Source: an optimization exercise on an open RTL-to-GDS flow (aim: small area and a short achievable clock period). Production flows keep margins and buffers that such runs may drop. RTL that was checked went through simulation tests only; none was proved equivalent to the original. No activity file was given, so power comes from the tool's default toggle rates.

==> 10-07 <==
## pst_brain_core
module pst_brain_core (
  input  logic       clk,
  input  logic       rst,
  input  logic [7:0] cur0,
  input  logic [7:0] cur1,
  input  logic [7:0] cur2,
  input  logic [7:0] cur3,
  output logic [7:0] phase0,
  output logic [7:0] phase1,
  output logic [7:0] phase2,
  output logic [7:0] phase3,
  output logic [2:0] winner,
  output logic [7:0] winner_score,
  output logic [7:0] winner_rel,
  output logic [7:0] w_ab,
  output logic [7:0] w_ac,
  output logic [7:0] w_ad,
  output logic [7:0] w_bc,
  output logic [7:0] w_bd,
  output logic [7:0] w_cd,
  output logic [7:0] seq_slot_A,
  output logic [7:0] seq_slot_B,
  output logic       seq_force_valid,
  output logic [7:0] seq_force_pred,
  output logic [7:0] pred_out,
  output logic [7:0] pred_err,
  output logic       reward_out,
  output logic [2:0] gamma_cnt,
  output logic [2:0] theta_cnt,
  output logic       theta_tick,
  output logic       episode_last,
  output logic [2:0] ep_winner,
  output logic [3:0] ep_strength,
  output logic       ep_valid,
  output logic       exploit_mode,
  output logic       explore_mode,
  output logic [1:0] confidence_level,
  output logic       err_explore,
  output logic       delta_tick,
  output logic [2:0] topic_winner,
  output logic [2:0] topic_strength,
  output logic       topic_valid
);
Settings: LEC_CHECK=0, CAP_MARGIN=20, CORE_MARGIN=2, CORE_UTILIZATION=40, SLEW_MARGIN=20; clock period 40.0 ns.
run.sh (not shown) runs the stock make flow with config.mk's settings and CLKGATE_MAP_FILE= SYNTH_SCRIPT=/design/flow/synth_recipe.tcl, a recipe that flattens the netlist after the stock synthesis.
==> inputs of 11-01, as changes to 10-07 <==
--- a/flow/design.v
+++ b/flow/design.v
@@ -38,30 +38,28 @@
   output logic       err_explore,
   output logic       delta_tick,
   output logic [2:0] topic_winner,
   output logic [2:0] topic_strength,
   output logic       topic_valid
 );
   logic [7:0] r_cnt;
-  logic [3:0] r_sp, r_jf;
+  logic [3:0] r_sp;
   logic [7:0] r_v     [4];
   logic [7:0] r_phase [4];
   logic [6:0] r_w     [6];
   logic [2:0] r_winner;
   logic [7:0] r_win_score, r_win_rel, r_slot_a, r_slot_b, r_pred, r_pred_err;
   logic       r_reward, r_err_explore, r_dcnt;
   logic [1:0] r_rew_run, r_force_left, r_conf, r_err_run;
   logic [2:0] r_gamma_cnt, r_theta_cnt;
   logic [2:0] r_win_cnt [6];
   logic [2:0] r_ep_cnt  [6];
   logic       r_theta_tick, r_delta_tick, r_ep_valid, r_topic_valid;
   logic [2:0] r_ep_winner, r_topic_winner, r_topic_strength;
   logic [3:0] r_ep_strength;
-  logic [2:0] r_vb, r_vm, r_ub, r_um;
-  logic       r_explore;
   logic [7:0] r_es  [6];
   logic [5:0] r_erl, r_ecoh;
   function automatic logic [8:0] addc8(input logic [7:0] a, input logic [7:0] b,
                                        input logic ci);
     logic       c;
     logic [7:0] s;
     c = ci;
@@ -88,28 +86,26 @@
   logic [7:0] w_cur [4];
   assign w_cur[0] = cur0;
   assign w_cur[1] = cur1;
   assign w_cur[2] = cur2;
   assign w_cur[3] = cur3;
   logic w_gamma_end, w_explore;
   assign w_gamma_end = &r_cnt;
-  assign w_explore   = r_explore;
+  assign w_explore   = ~r_conf[1] | r_err_explore;
   logic [3:0] w_fire;
   logic [8:0] w_rem [4];
-  logic [7:0] w_cnt_m1;
   always_comb begin
-    w_cnt_m1 = r_cnt - 8'd1;
     for (int c = 0; c < 4; c++) begin
       w_rem[c]  = {1'b0, r_v[c]} - {1'b0, w_cur[c]};
       w_fire[c] = ~r_sp[c] & w_rem[c][8];
     end
   end
   logic [7:0] w_ph [4];
   always_comb
-    for (int c = 0; c < 4; c++) w_ph[c] = !r_sp[c] ? 8'd255 : (r_jf[c] ? 8'd254 : r_v[c]);
+    for (int c = 0; c < 4; c++) w_ph[c] = r_sp[c] ? r_v[c] : 8'd255;
   logic [5:0] w_wb [6];
   logic [8:0] q_wb;
   always_comb begin
     q_wb = '0;
     for (int p = 0; p < 6; p++) begin
       q_wb = addc8({3'b0, r_w[p][6:2]},
                    {5'b0, ~w_explore & r_ep_valid & (r_ep_winner == 3'(p)),
@@ -120,15 +116,15 @@
   logic [7:0] e_ph [4];
   logic [7:0] e_rel [6];
   logic [7:0] e_score [6];
   logic [5:0] e_coh;
   logic [8:0] q_t1, q_t2, q_sc;
   always_comb begin
     q_t1 = '0; q_t2 = '0; q_sc = '0;
-    for (int c = 0; c < 4; c++) e_ph[c] = !r_sp[c] ? 8'd254 : (r_jf[c] ? 8'd253 : r_v[c]);
+    for (int c = 0; c < 4; c++) e_ph[c] = r_sp[c] ? r_v[c] : 8'd254;
     for (int p = 0; p < 6; p++) begin
       q_t1 = addc8(e_ph[pair_a(p)], ~e_ph[pair_b(p)], 1'b0);
       q_t2 = addc8(e_ph[pair_b(p)], ~e_ph[pair_a(p)], 1'b0);
       e_rel[p] = q_t1[8] ? q_t2[7:0] : q_t1[7:0];
       e_coh[p] = (e_rel[p] >= 8'd235);
       q_sc = addc8({1'b0, e_rel[p][7:1]}, {2'b0, w_wb[p]}, 1'b0);
       e_score[p] = q_sc[7:0];
@@ -210,16 +206,21 @@
   end
   logic [2:0] v_b, v_m;
   logic [5:0] v_eq, v_take, w_ep1h;
   logic       v_hit, v_sel;
   logic [2:0] w_ep_win;
   logic [3:0] w_ep_str;
   always_comb begin
-    v_b = r_vb;
-    v_m = r_vm;
+    v_b = 3'd0;
+    v_m = r_win_cnt[0];
+    for (int p = 1; p < 6; p++)
+      if (r_win_cnt[p] > v_m) begin
+        v_b = 3'(p);
+        v_m = r_win_cnt[p];
+      end
     for (int p = 0; p < 6; p++) begin
       v_eq[p]   = (r_win_cnt[p] == v_m);
       v_take[p] = v_eq[p] | ((r_win_cnt[p] + 3'd1 == v_m) & (3'(p) < v_b));
     end
     v_hit = |(w_win1h & v_eq);
     v_sel = |(w_win1h & v_take);
     for (int p = 0; p < 6; p++)
@@ -228,49 +229,46 @@
     w_ep_str = {1'b0, v_m} + {3'd0, v_hit};
   end
   logic [2:0] u_b, u_m;
   logic [5:0] u_eq, u_take;
   logic       u_hit, u_sel;
   logic [2:0] w_topic_win, w_topic_str;
   always_comb begin
-    u_b = r_ub;
-    u_m = r_um;
+    u_b = 3'd0;
+    u_m = r_ep_cnt[0];
+    for (int p = 1; p < 6; p++)
+      if (r_ep_cnt[p] > u_m) begin
+        u_b = 3'(p);
+        u_m = r_ep_cnt[p];
+      end
     for (int p = 0; p < 6; p++) begin
       u_eq[p]   = (r_ep_cnt[p] == u_m);
       u_take[p] = u_eq[p] | ((r_ep_cnt[p] + 3'd1 == u_m) & (3'(p) < u_b));
     end
     u_hit = |(w_ep1h & u_eq);
     u_sel = |(w_ep1h & u_take);
     w_topic_win = u_sel ? w_ep_win : u_b;
     w_topic_str = u_m + {2'd0, u_hit};
   end
-  logic [1:0] w_conf_new, w_conf_next;
-  logic       w_errx_next;
+  logic [1:0] w_conf_new;
   always_comb begin
     w_conf_new = r_conf;
     if (w_ep_str >= 4'd7)      w_conf_new = (r_conf == 2'd3) ? 2'd3 : r_conf + 2'd1;
     else if (w_ep_str <= 4'd5) w_conf_new = (r_conf == 2'd0) ? 2'd0 : r_conf - 2'd1;
-    w_conf_next = (r_gamma_cnt == 3'd7) ? w_conf_new : r_conf;
-    if (w_reward)                  w_errx_next = 1'b0;
-    else if (w_err_run == 2'd3)    w_errx_next = 1'b1;
-    else                           w_errx_next = r_err_explore;
   end
   always_ff @(posedge clk)
     for (int p = 0; p < 6; p++) begin
       r_es[p]   <= e_score[p];
       r_erl[p]  <= e_rel[p][0];
       r_ecoh[p] <= e_coh[p];
     end
   always_ff @(posedge clk or posedge rst) begin
     if (rst) begin
       r_cnt <= '0;
       r_sp  <= '0;
-      r_jf  <= '0;
-      r_vb <= '0; r_vm <= '0; r_ub <= '0; r_um <= '0;
-      r_explore <= 1'b0;
       for (int c = 0; c < 4; c++) begin
         r_v[c] <= 8'd199; r_phase[c] <= 8'd255;
       end
       for (int p = 0; p < 6; p++) begin
         r_w[p] <= 7'd64; r_win_cnt[p] <= '0; r_ep_cnt[p] <= '0;
       end
       r_winner <= '0; r_win_score <= '0; r_win_rel <= '0;
@@ -283,21 +281,20 @@
     end else begin
       r_cnt        <= r_cnt + 8'd1;
       r_theta_tick <= 1'b0;
       r_delta_tick <= 1'b0;
       for (int c = 0; c < 4; c++) begin
         if (w_gamma_end) begin
           r_sp[c] <= 1'b0;
-          r_jf[c] <= 1'b0;
           r_v[c]  <= 8'd199;
-        end else begin
-          r_sp[c] <= r_sp[c] | w_fire[c];
-          r_jf[c] <= w_fire[c];
-          if (r_jf[c])       r_v[c] <= w_cnt_m1;
-          else if (!r_sp[c]) r_v[c] <= w_rem[c][7:0];
+        end else if (w_fire[c]) begin
+          r_sp[c] <= 1'b1;
+          r_v[c]  <= r_cnt;
+        end else if (!r_sp[c]) begin
+          r_v[c]  <= w_rem[c][7:0];
         end
       end
       if (w_gamma_end) begin
         for (int c = 0; c < 4; c++) r_phase[c] <= w_ph[c];
         for (int p = 0; p < 6; p++) r_w[p] <= w_w_next[p];
         r_winner    <= w_winner;
         r_win_score <= w_best;
@@ -307,47 +304,39 @@
         r_pred      <= w_pred;
         r_pred_err  <= w_err;
         r_reward    <= w_reward;
         r_rew_run   <= w_rew_run;
         if (w_rew_run == 2'd2)         r_force_left <= 2'd2;
         else if (r_force_left != 2'd0) r_force_left <= r_force_left - 2'd1;
         r_err_run <= w_err_run;
-        r_err_explore <= w_errx_next;
-        r_explore     <= ~w_conf_next[1] | w_errx_next;
+        if (w_reward)                  r_err_explore <= 1'b0;
+        else if (w_err_run == 2'd3)    r_err_explore <= 1'b1;
         r_dcnt      <= ~r_dcnt;
         r_gamma_cnt <= r_gamma_cnt + 3'd1;
         if (r_gamma_cnt == 3'd7) begin
           for (int p = 0; p < 6; p++) r_win_cnt[p] <= '0;
-          r_vb <= '0;
-          r_vm <= '0;
           r_ep_winner   <= w_ep_win;
           r_ep_strength <= w_ep_str;
           r_ep_valid    <= 1'b1;
           r_conf        <= w_conf_new;
           r_theta_tick  <= 1'b1;
           if (r_theta_cnt == 3'd4) begin
             r_theta_cnt <= '0;
             for (int p = 0; p < 6; p++) r_ep_cnt[p] <= '0;
-            r_ub <= '0;
-            r_um <= '0;
             r_topic_winner   <= w_topic_win;
             r_topic_strength <= w_topic_str;
             r_topic_valid    <= 1'b1;
             r_delta_tick     <= 1'b1;
           end else begin
             r_theta_cnt <= r_theta_cnt + 3'd1;
             for (int p = 0; p < 6; p++)
               r_ep_cnt[p] <= r_ep_cnt[p] + {2'd0, w_ep1h[p]};
-            r_ub <= w_topic_win;
-            r_um <= w_topic_str;
           end
         end else begin
           for (int p = 0; p < 6; p++) r_win_cnt[p] <= r_win_cnt[p] + {2'd0, w_win1h[p]};
-          r_vb <= w_ep_win;
-          r_vm <= w_ep_str[2:0];
         end
       end
     end
   end
   assign phase0 = r_phase[0];
   assign phase1 = r_phase[1];
   assign phase2 = r_phase[2];
Settings changed: CORE_UTILIZATION 40 to 70, CTS_BUF_LIST from default to sky130_fd_sc_hd__clkbuf_4 sky130_fd_sc_hd__clkbuf_8.
==> inputs of 11-23, as changes to 10-07 <==
--- a/flow/design.v
+++ b/flow/design.v
@@ -53,17 +53,18 @@
   logic [2:0] r_gamma_cnt, r_theta_cnt;
   logic [2:0] r_win_cnt [6];
   logic [2:0] r_ep_cnt  [6];
   logic       r_theta_tick, r_delta_tick, r_ep_valid, r_topic_valid;
   logic [2:0] r_ep_winner, r_topic_winner, r_topic_strength;
   logic [3:0] r_ep_strength;
   logic [2:0] r_vb, r_vm, r_ub, r_um;
-  logic       r_explore;
+  logic       r_explore, r_fv;
   logic [7:0] r_es  [6];
-  logic [5:0] r_erl, r_ecoh;
+  logic [5:0] r_el;
+  logic       r_elast, r_exploit;
   function automatic logic [8:0] addc8(input logic [7:0] a, input logic [7:0] b,
                                        input logic ci);
     logic       c;
     logic [7:0] s;
     c = ci;
     for (int i = 0; i < 8; i++) begin
       s[i] = a[i] ^ b[i] ^ c;
@@ -113,57 +114,49 @@
     for (int p = 0; p < 6; p++) begin
       q_wb = addc8({3'b0, r_w[p][6:2]},
                    {5'b0, ~w_explore & r_ep_valid & (r_ep_winner == 3'(p)),
                     ~w_explore & r_topic_valid & (r_topic_winner == 3'(p)), 1'b0}, 1'b0);
       w_wb[p] = q_wb[5:0];
     end
   end
-  logic [7:0] e_ph [4];
-  logic [7:0] e_rel [6];
-  logic [7:0] e_score [6];
-  logic [5:0] e_coh;
-  logic [8:0] q_t1, q_t2, q_sc;
-  always_comb begin
-    q_t1 = '0; q_t2 = '0; q_sc = '0;
-    for (int c = 0; c < 4; c++) e_ph[c] = !r_sp[c] ? 8'd254 : (r_jf[c] ? 8'd253 : r_v[c]);
+  logic [7:0] e_init [6];
+  logic [5:0] e_dec;
+  always_comb
     for (int p = 0; p < 6; p++) begin
-      q_t1 = addc8(e_ph[pair_a(p)], ~e_ph[pair_b(p)], 1'b0);
-      q_t2 = addc8(e_ph[pair_b(p)], ~e_ph[pair_a(p)], 1'b0);
-      e_rel[p] = q_t1[8] ? q_t2[7:0] : q_t1[7:0];
-      e_coh[p] = (e_rel[p] >= 8'd235);
-      q_sc = addc8({1'b0, e_rel[p][7:1]}, {2'b0, w_wb[p]}, 1'b0);
-      e_score[p] = q_sc[7:0];
+      e_init[p] = 8'd127 + {2'b0, w_wb[p]};
+      e_dec[p]  = r_sp[pair_a(p)] ^ r_sp[pair_b(p)];
     end
-  end
   logic [5:0] w_valid;
   logic [7:0] w_score [6];
   always_comb
     for (int p = 0; p < 6; p++) begin
       w_valid[p] = r_sp[pair_a(p)] & r_sp[pair_b(p)];
       w_score[p] = w_valid[p] ? r_es[p] : {2'b0, w_wb[p]};
     end
-  logic [5:0] gt [6];
+  logic       t01, t23, t45, gBA, gCA, gCB, wA, wB, wC;
+  logic [7:0] s01, s23, s45;
   logic [5:0] w_win1h;
   logic [2:0] w_winner;
   logic [7:0] w_best;
   always_comb begin
-    for (int p = 0; p < 6; p++) begin
-      gt[p] = 6'd0;
-      for (int q = 0; q < p; q++) gt[p][q] = (w_score[p] > w_score[q]);
-    end
-    for (int p = 0; p < 6; p++) begin
-      w_win1h[p] = 1'b1;
-      for (int q = 0; q < 6; q++) begin
-        if (q < p) w_win1h[p] = w_win1h[p] & gt[p][q];
-        if (q > p) w_win1h[p] = w_win1h[p] & ~gt[q][p];
-      end
-    end
-    w_winner = {w_win1h[4] | w_win1h[5], w_win1h[2] | w_win1h[3], w_win1h[1] | w_win1h[3] | w_win1h[5]};
-    w_best = 8'd0;
-    for (int p = 0; p < 6; p++) w_best = w_best | (w_win1h[p] ? w_score[p] : 8'd0);
+    t01 = w_score[1] > w_score[0];
+    t23 = w_score[3] > w_score[2];
+    t45 = w_score[5] > w_score[4];
+    s01 = t01 ? w_score[1] : w_score[0];
+    s23 = t23 ? w_score[3] : w_score[2];
+    s45 = t45 ? w_score[5] : w_score[4];
+    gBA = s23 > s01;
+    gCA = s45 > s01;
+    gCB = s45 > s23;
+    wA  = ~gBA & ~gCA;
+    wB  = gBA & ~gCB;
+    wC  = gCA & gCB;
+    w_win1h  = {wC & t45, wC & ~t45, wB & t23, wB & ~t23, wA & t01, wA & ~t01};
+    w_winner = {wC, wB, w_win1h[1] | w_win1h[3] | w_win1h[5]};
+    w_best   = (wA ? s01 : 8'd0) | (wB ? s23 : 8'd0) | (wC ? s45 : 8'd0);
   end
   logic [5:0] w_win_wb;
   logic [6:0] w_win_rel7;
   logic [7:0] w_best_rel;
   logic [6:0] w_win_w;
   logic       w_win_coh, w_win_valid, w_win_rl;
   always_comb begin
@@ -171,20 +164,20 @@
     w_win_w     = 7'd0;
     w_win_coh   = 1'b0;
     w_win_valid = 1'b0;
     w_win_rl    = 1'b0;
     for (int p = 0; p < 6; p++) begin
       w_win_wb    = w_win_wb | (w_win1h[p] ? w_wb[p] : 6'd0);
       w_win_w     = w_win_w | (w_win1h[p] ? r_w[p] : 7'd0);
-      w_win_coh   = w_win_coh | (w_win1h[p] & w_valid[p] & r_ecoh[p]);
       w_win_valid = w_win_valid | (w_win1h[p] & w_valid[p]);
-      w_win_rl    = w_win_rl | (w_win1h[p] & r_erl[p]);
+      w_win_rl    = w_win_rl | (w_win1h[p] & r_el[p]);
     end
     w_win_rel7 = w_best[6:0] - {1'b0, w_win_wb};
     w_best_rel = w_win_valid ? {w_win_rel7, w_win_rl} : 8'd0;
+    w_win_coh  = w_win_valid & ({w_win_rel7, w_win_rl} >= 8'd235);
   end
   logic [7:0] w_pred, w_err;
   logic [8:0] q_e1, q_e2;
   logic       w_reward, w_hi_err;
   logic [1:0] w_rew_run, w_err_run;
   always_comb begin
     if (r_winner == 3'd0)      w_pred = r_slot_a;
@@ -239,38 +232,50 @@
       u_take[p] = u_eq[p] | ((r_ep_cnt[p] + 3'd1 == u_m) & (3'(p) < u_b));
     end
     u_hit = |(w_ep1h & u_eq);
     u_sel = |(w_ep1h & u_take);
     w_topic_win = u_sel ? w_ep_win : u_b;
     w_topic_str = u_m + {2'd0, u_hit};
   end
+  logic [1:0] w_force_next;
+  always_comb begin
+    if (w_rew_run == 2'd2)         w_force_next = 2'd2;
+    else if (r_force_left != 2'd0) w_force_next = r_force_left - 2'd1;
+    else                           w_force_next = 2'd0;
+  end
   logic [1:0] w_conf_new, w_conf_next;
   logic       w_errx_next;
   always_comb begin
     w_conf_new = r_conf;
     if (w_ep_str >= 4'd7)      w_conf_new = (r_conf == 2'd3) ? 2'd3 : r_conf + 2'd1;
     else if (w_ep_str <= 4'd5) w_conf_new = (r_conf == 2'd0) ? 2'd0 : r_conf - 2'd1;
     w_conf_next = (r_gamma_cnt == 3'd7) ? w_conf_new : r_conf;
     if (w_reward)                  w_errx_next = 1'b0;
     else if (w_err_run == 2'd3)    w_errx_next = 1'b1;
     else                           w_errx_next = r_err_explore;
   end
   always_ff @(posedge clk)
     for (int p = 0; p < 6; p++) begin
-      r_es[p]   <= e_score[p];
-      r_erl[p]  <= e_rel[p][0];
-      r_ecoh[p] <= e_coh[p];
+      if (r_cnt == 8'd0) begin
+        r_es[p] <= e_init[p];
+        r_el[p] <= 1'b1;
+      end else if (e_dec[p]) begin
+        if (!r_el[p]) r_es[p] <= r_es[p] - 8'd1;
+        r_el[p] <= ~r_el[p];
+      end
     end
   always_ff @(posedge clk or posedge rst) begin
     if (rst) begin
       r_cnt <= '0;
       r_sp  <= '0;
       r_jf  <= '0;
       r_vb <= '0; r_vm <= '0; r_ub <= '0; r_um <= '0;
       r_explore <= 1'b0;
+      r_fv <= 1'b0;
+      r_elast <= 1'b0; r_exploit <= 1'b0;
       for (int c = 0; c < 4; c++) begin
         r_v[c] <= 8'd199; r_phase[c] <= 8'd255;
       end
       for (int p = 0; p < 6; p++) begin
         r_w[p] <= 7'd64; r_win_cnt[p] <= '0; r_ep_cnt[p] <= '0;
       end
       r_winner <= '0; r_win_score <= '0; r_win_rel <= '0;
@@ -304,19 +309,21 @@
         r_win_rel   <= w_best_rel;
         r_slot_a    <= w_score[0];
         r_slot_b    <= w_score[5];
         r_pred      <= w_pred;
         r_pred_err  <= w_err;
         r_reward    <= w_reward;
         r_rew_run   <= w_rew_run;
-        if (w_rew_run == 2'd2)         r_force_left <= 2'd2;
-        else if (r_force_left != 2'd0) r_force_left <= r_force_left - 2'd1;
+        r_force_left <= w_force_next;
+        r_fv         <= (w_force_next != 2'd0);
         r_err_run <= w_err_run;
         r_err_explore <= w_errx_next;
         r_explore     <= ~w_conf_next[1] | w_errx_next;
+        r_exploit     <= (w_conf_next == 2'd3);
+        r_elast       <= (r_gamma_cnt == 3'd6);
         r_dcnt      <= ~r_dcnt;
         r_gamma_cnt <= r_gamma_cnt + 3'd1;
         if (r_gamma_cnt == 3'd7) begin
           for (int p = 0; p < 6; p++) r_win_cnt[p] <= '0;
           r_vb <= '0;
           r_vm <= '0;
           r_ep_winner   <= w_ep_win;
@@ -359,27 +366,27 @@
   assign w_ac = {r_w[1], 1'b0};
   assign w_ad = {r_w[2], 1'b0};
   assign w_bc = {r_w[3], 1'b0};
   assign w_bd = {r_w[4], 1'b0};
   assign w_cd = {r_w[5], 1'b0};
   assign seq_slot_A      = r_slot_a;
   assign seq_slot_B      = r_slot_b;
-  assign seq_force_valid = (r_force_left != 2'd0);
-  assign seq_force_pred  = seq_force_valid ? r_pred : 8'd0;
+  assign seq_force_valid = r_fv;
+  assign seq_force_pred  = r_fv ? r_pred : 8'd0;
   assign pred_out        = r_pred;
   assign pred_err        = r_pred_err;
   assign reward_out      = r_reward;
   assign gamma_cnt       = r_gamma_cnt;
   assign theta_cnt       = r_theta_cnt;
   assign theta_tick      = r_theta_tick;
-  assign episode_last    = (r_gamma_cnt == 3'd7);
+  assign episode_last    = r_elast;
   assign ep_winner       = r_ep_winner;
   assign ep_strength     = r_ep_strength;
   assign ep_valid        = r_ep_valid;
-  assign exploit_mode    = (r_conf == 2'd3);
+  assign exploit_mode    = r_exploit;
   assign explore_mode    = w_explore;
   assign confidence_level = r_conf;
   assign err_explore     = r_err_explore;
   assign delta_tick      = r_delta_tick;
   assign topic_winner    = r_topic_winner;
   assign topic_strength  = r_topic_strength;
   assign topic_valid     = r_topic_valid;
==> flow/flow/run.sh (new file) <==
#!/bin/bash
# The standard layout with these changes:
# - synthesis maps the logic with the ABC script flow/abc_area.script (an area-recovering
#   mapping) in place of ORFS's abc_area.script; the scripts folder is otherwise ORFS's own,
#   copied unchanged, and synthesis still runs through synth_recipe.tcl;
# - the adder step (extract_fa and its map file) is skipped, so ABC maps adders too;
# - the ports are buffered with buf_1 instead of the delay buffer buffer_ports picks;
# - the timing repair steps aim for a setup slack margin of 30.7 ns, so that they size up the
#   slowest paths.
# The clock constraint (constraint.sdc) is unchanged. Each tool's output is in orfs/logs; make's
# own output goes to standard.log.
set -euo pipefail
here=$(pwd)
rm -rf "$here/scripts_abc"
cp -r "$FLOW_HOME/scripts" "$here/scripts_abc"
cp "$here/flow/abc_area.script" "$here/scripts_abc/abc_area.script"
bash standard.sh SCRIPTS_DIR="$here/scripts_abc" BUFFER_PORTS_ARGS="-buffer_cell sky130_fd_sc_hd__buf_1" ADDER_MAP_FILE= SETUP_SLACK_MARGIN=30.7 finish > standard.log 2>&1
==> flow/flow/abc_area.script (new file) <==
&get -n
&st
&dc2
&dch -f
&nf -R 1000 -p
&st
&dc2
&dch -f
&nf -R 1000 -p
&put
topo
==> flow/standard.sh (new file) <==
#!/bin/bash
# synth_recipe.tcl (not shown) runs the flow's synth.tcl, then flattens the netlist and writes it again
# the make line also repeats each setting of config.mk as NAME=value (left out here)
make -C /OpenROAD-flow-scripts/flow DESIGN_CONFIG=/design/flow/config.mk WORK_HOME=/design/flow/orfs CLKGATE_MAP_FILE= SYNTH_SCRIPT=/design/flow/synth_recipe.tcl "${@:-finish}"
Settings changed: ABC_AREA from default to 1, CORE_UTILIZATION 40 to 60, CTS_BUF_LIST from default to sky130_fd_sc_hd__clkbuf_8, CTS_CLUSTER_DIAMETER from default to 60, CTS_CLUSTER_SIZE from default to 16.
removed: flow/run.sh
==> results.txt <==
Final area, lowest first: 11-23, 11-01, 10-07. In 11-01 the sequential power is smaller than in 10-07, by about 4%. The lowest first-iteration DRC count belongs to 10-07, the highest to 11-01. 11-23 finished clean. 10-07 finished with timing, DRC and antenna clean. 11-01 finished with timing, DRC and antenna clean. Between 11-23 and 10-07, the lower cell count is in 11-23 (gap 24%, measured against 10-07). Critical path depth, highest first: 11-01, 10-07, 11-23. Synthesized cell count: 11-23 < 10-07 < 11-01. The lowest setup slack belongs to 11-01, the highest to 11-23. Between 10-07 and 11-23, the lower worst hold slack is in 10-07 (gap 0.019 ns). Fmax: 11-01 < 10-07 < 11-23. The lowest count of clock-buffer cells in the layout belongs to 11-23, the highest to 11-01.
Function not checked in 10-07 and 11-01: the RTL went through the layout flow alone.

separate check: timing with driven ports:
The flow's constraints put no driver on any port. The routed layouts listed below were extracted and timed again, unchanged, in two steps.
Step 1 assumes that a clkbuf_16 drives the clock port and a buf_2 every other input.
Step 2 times the ports against the registers' clock, not the clock port: input delays grow and output delays shrink by t, the midpoint of the rising clock arrivals with the driver on.
a / b / c = ideal / step 1 / step 2; a / b = the first two.
run	t, ns	setup slack, ns	worst setup path after step 2	clock arrival spread, ns	worst data-port slew with drivers (ns)
10-07	0.660	29.695 / 29.632 / 29.456	input to register	0.026 / 0.026	0.04
11-01	0.698	28.961 / 28.961 / 28.876	input to register	0.051 / 0.051	0.04
11-23	0.587	30.687 / 30.634 / 30.143	input to register	0.031 / 0.030	0.06
After both steps every run listed still meets setup and hold. The setup slack of 11-23, which loses most, moves by -0.053 ns with the drivers and by -0.544 ns with both steps.
